Background: an optimization exercise with open tools, aiming at small area and a short achievable clock period. Do not read the settings as production practice.
Function was checked by simulation only, so behaviour that the tests miss may differ from the original.
Power and IR drop assume default switching activity.

Setup of v9:
==> flow/design.v <==
module ama_riscv_icache_resp #(
    parameter int unsigned SETS       = 16,
    parameter int unsigned LINE_WORDS = 4
) (
    input  logic                       clk,
    input  logic                       rst,
    input  logic                       imem_req_valid_i,
    output logic                       imem_req_ready_o,
    input  logic [31:0]                imem_req_data_i,
    output logic                       imem_rsp_valid_o,
    input  logic                       imem_rsp_ready_i,
    output logic [31:0]                imem_rsp_data_o,
    output logic                       mem_req_valid_o,
    input  logic                       mem_req_ready_i,
    output logic [31:0]                mem_req_data_o,
    input  logic                       mem_rsp_valid_i,
    output logic                       mem_rsp_ready_o,
    input  logic [32*LINE_WORDS-1:0]   mem_rsp_data_i,
    input  logic                       inv_all_i,
    output logic [31:0]                hit_cnt_o,
    output logic [31:0]                miss_cnt_o
);
    localparam int unsigned OFF_W  = $clog2(LINE_WORDS);
    localparam int unsigned IDX_W  = $clog2(SETS);
    localparam int unsigned TAG_W  = 32 - 2 - OFF_W - IDX_W;
    localparam int unsigned LINE_W = 32 * LINE_WORDS;
    logic               mreq_valid_q, mrsp_ready_q, refill_q, inv_pend_q;
    logic               rsp_valid_q;
    logic               acc_st_q;       
    logic               acc_free_q;     
    logic [SETS-1:0]    valid_q;
    logic [31:0]        hit_cnt_q, miss_cnt_q;
    logic [TAG_W-1:0]   addr_tag_q;
    logic [IDX_W-1:0]   addr_idx_q;
    logic [OFF_W-1:0]   addr_off_q;
    logic [31:0]        rsp_data_q;
    logic [TAG_W-1:0]   tag_q  [SETS];
    logic [LINE_W-1:0]  data_q [SETS];
    logic [TAG_W-1:0]   req_tag;
    logic [IDX_W-1:0]   req_idx;
    logic [OFF_W-1:0]   req_off;
    logic               unused_byte_off;
    assign req_tag         = imem_req_data_i[31 -: TAG_W];
    assign req_idx         = imem_req_data_i[2+OFF_W +: IDX_W];
    assign req_off         = imem_req_data_i[2 +: OFF_W];
    assign unused_byte_off = ^imem_req_data_i[1:0];
    logic req_ready, req_acc, lookup_hit, acc_hit, acc_miss;
    logic mreq_fire, mrsp_fire, rsp_hold;
    assign req_ready  = acc_free_q | (acc_st_q & imem_rsp_ready_i);
    assign req_acc    = imem_req_valid_i & req_ready;
    assign acc_hit    = req_acc & lookup_hit;
    assign acc_miss   = req_acc & ~lookup_hit;
    assign mreq_fire  = mreq_valid_q & mem_req_ready_i;
    assign mrsp_fire  = mrsp_ready_q & mem_rsp_valid_i;
    assign rsp_hold   = rsp_valid_q & ~imem_rsp_ready_i;
    logic [SETS-1:0]       idx_oh;
    logic [LINE_WORDS-1:0] off_oh;
    logic [31:0]           lookup_word, refill_word;
    always_comb begin
        for (int i = 0; i < int'(SETS); i++)
            idx_oh[i] = (req_idx == IDX_W'(i));
        for (int w = 0; w < int'(LINE_WORDS); w++)
            off_oh[w] = (req_off == OFF_W'(w));
        lookup_word = '0;
        for (int i = 0; i < int'(SETS); i++)
            for (int w = 0; w < int'(LINE_WORDS); w++)
                lookup_word = lookup_word |
                    ({32{idx_oh[i] & off_oh[w]}} & data_q[i][w*32 +: 32]);
        refill_word = mem_rsp_data_i[addr_off_q*32 +: 32];
    end
    logic [SETS-1:0] set_eq;
    always_comb begin
        for (int i = 0; i < int'(SETS); i++)
            set_eq[i] = valid_q[i] && (tag_q[i] == req_tag);
        lookup_hit = |(set_eq & idx_oh);
    end
    logic mreq_valid_d, mrsp_ready_d, refill_d, rsp_valid_d, acc_st_d;
    logic inv_clear;
    assign mreq_valid_d = acc_miss | (mreq_valid_q & ~mem_req_ready_i);
    assign mrsp_ready_d = mreq_fire | (mrsp_ready_q & ~mem_rsp_valid_i);
    assign refill_d     = mrsp_fire;
    assign rsp_valid_d  = acc_hit | mrsp_fire | (rsp_hold & ~acc_miss);
    assign acc_st_d     = ~(mreq_valid_d | mrsp_ready_d);
    assign inv_clear    = acc_st_q & (inv_all_i | (refill_q & inv_pend_q));
    always_ff @(posedge clk or posedge rst) begin
        if (rst) begin
            mreq_valid_q <= 1'b0;
            mrsp_ready_q <= 1'b0;
            refill_q     <= 1'b0;
            inv_pend_q   <= 1'b0;
            rsp_valid_q  <= 1'b0;
            acc_st_q     <= 1'b1;
            acc_free_q   <= 1'b1;
            valid_q      <= '0;
            hit_cnt_q    <= '0;
            miss_cnt_q   <= '0;
        end else begin
            mreq_valid_q <= mreq_valid_d;
            mrsp_ready_q <= mrsp_ready_d;
            refill_q     <= refill_d;
            inv_pend_q   <= ~refill_q & (inv_pend_q | (~acc_st_q & inv_all_i));
            rsp_valid_q  <= rsp_valid_d;
            acc_st_q     <= acc_st_d;
            acc_free_q   <= acc_st_d & ~rsp_valid_d;
            for (int i = 0; i < int'(SETS); i++) begin
                if (inv_clear)
                    valid_q[i] <= 1'b0;
                else if (mrsp_fire && addr_idx_q == IDX_W'(i))
                    valid_q[i] <= 1'b1;
            end
            if (acc_hit)
                hit_cnt_q <= hit_cnt_q + 32'd1;
            if (acc_miss)
                miss_cnt_q <= miss_cnt_q + 32'd1;
        end
    end
    always_ff @(posedge clk) begin
        if (acc_st_q) begin
            addr_tag_q <= req_tag;
            addr_idx_q <= req_idx;
            addr_off_q <= req_off;
        end
    end
    always_ff @(posedge clk) begin
        if (!rsp_hold)
            rsp_data_q <= mrsp_ready_q ? refill_word : lookup_word;
    end
    always_ff @(posedge clk) begin
        for (int i = 0; i < int'(SETS); i++) begin
            if (mrsp_ready_q && addr_idx_q == IDX_W'(i)) begin
                tag_q[i]  <= addr_tag_q;
                data_q[i] <= mem_rsp_data_i;
            end
        end
    end
    assign imem_req_ready_o = req_ready;
    assign imem_rsp_valid_o = rsp_valid_q;
    assign imem_rsp_data_o  = rsp_data_q;
    assign mem_req_valid_o  = mreq_valid_q;
    assign mem_req_data_o   = {addr_tag_q, addr_idx_q, (OFF_W+2)'(0)};
    assign mem_rsp_ready_o  = mrsp_ready_q;
    assign hit_cnt_o        = hit_cnt_q;
    assign miss_cnt_o       = miss_cnt_q;
endmodule
export LEC_CHECK = 0
export CAP_MARGIN = 20
export CORE_MARGIN = 2
export CORE_UTILIZATION = 66
export CTS_BUF_LIST = sky130_fd_sc_hd__clkbuf_8 sky130_fd_sc_hd__clkbuf_16
export CTS_CLUSTER_DIAMETER = 80
export CTS_CLUSTER_SIZE = 24
export SETUP_SLACK_MARGIN = 2.5
export SLEW_MARGIN = 20
export TNS_END_PERCENT = 5
create_clock -name core_clock -period 4.0 [get_ports {clk}]
standard.sh (not shown) runs the stock make flow with config.mk's settings and CLKGATE_MAP_FILE= SYNTH_SCRIPT=/design/flow/synth_recipe.tcl, a recipe that flattens the netlist after the stock synthesis.
==> flow/flow/run.sh <==
#!/bin/bash
# The standard layout (the standard.sh, unchanged synthesis and steps), except that
# the port buffers that global placement inserts are plain buffers (buf_2) rather than
# the cell buffer_ports picks by default (a slow delay buffer).
set -euo pipefail
export BUFFER_PORTS_ARGS="-buffer_cell sky130_fd_sc_hd__buf_2"
bash standard.sh finish > standard_flow.log 2>&1
Relative to v9, the following input files were edited for v41:
- a change of SETUP_SLACK_MARGIN from 2.5 to 1.9
- a change of CORE_UTILIZATION from 66 to 60
- an added GPL_TIMING_DRIVEN of 0
- a change of CTS_CLUSTER_DIAMETER from 80 to 100
- a change of CTS_CLUSTER_SIZE from 24 to 30
Findings:
The total met2 wirelength after detailed routing in v41 sits 13% above the value recorded for v9.
From v9 to v41 the numbers moved as follows: total number of placement rows increased about 5%, global-route wire length before repair grew by 14%, ratio of final minimum period to clock period increased 7.2 points.
Going from v9 to v41, the total combinational power was found to have gone up by 19%.
Portion of total power attributed to combinational logic sits higher in v41 than in v9.
A critical path launch point of imem_req_data_i[4] is what v9 shows, while imem_req_data_i[5] belongs to v41.
v9 and v41 all finish clean.
[inputs] v58 vs v41
- GPL_TIMING_DRIVEN removed (was 0)
- SETUP_SLACK_MARGIN changed from 1.9 to 1.6
### Flow results
v58 has completed all stages; timing, DRC and antenna checks passed.
In the reports for v58 and v41, the smaller post-placement cell count belongs to v58.
Cmp v58 and v41 / post-route core utilization / higher: v41
Via count ended up 7190 lower on v58 than on v41.
v41 → v58: maximum clock frequency rose by 0.032 GHz; layout net count fell by 492.
Diff v58..v41 | sequential fraction of the synthesis area | negligible
Compared with v41, v58 shows clock buffer and inverter area fraction after layout higher by 0.22 points.
For multi-input gate count, v41 and v58 come out practically identical.
v58 vs v41, worst hold margin went down by 0.092 ns.

separate check: timing with driven ports:
The flow's constraints put no driver on any port. The routed layouts listed below were extracted and timed again, unchanged, in two steps.
Step 1: set_driving_cell puts a clkbuf_16 on clk and a buf_2 on each other input, an assumption about the parent block.
Step 2 also shifts input and output timing later by t, the mid clock arrival at the registers, as if the neighbouring blocks saw the same clock.
a / b / c = ideal ports / drivers / drivers and shift; a / b = the first two.
run	shift t [ns]	setup WS [ns]	worst hold slack (ns)	worst setup path at the end	pins driven straight from the clock port
v9	0.890	1.311 / 1.327 / 0.440	0.060 / -0.004 / 0.438	input to register	1
v41	0.871	1.021 / 1.060 / 0.189	0.118 / 0.045 / 0.451	input to register	1
v58	0.873	1.278 / 1.271 / 0.398	0.026 / -0.046 / 0.429	input to register	1
After both steps every run listed still meets setup and hold. The setup slack of v58, which loses most, moves by -0.007 ns with the drivers and by -0.880 ns with both steps.
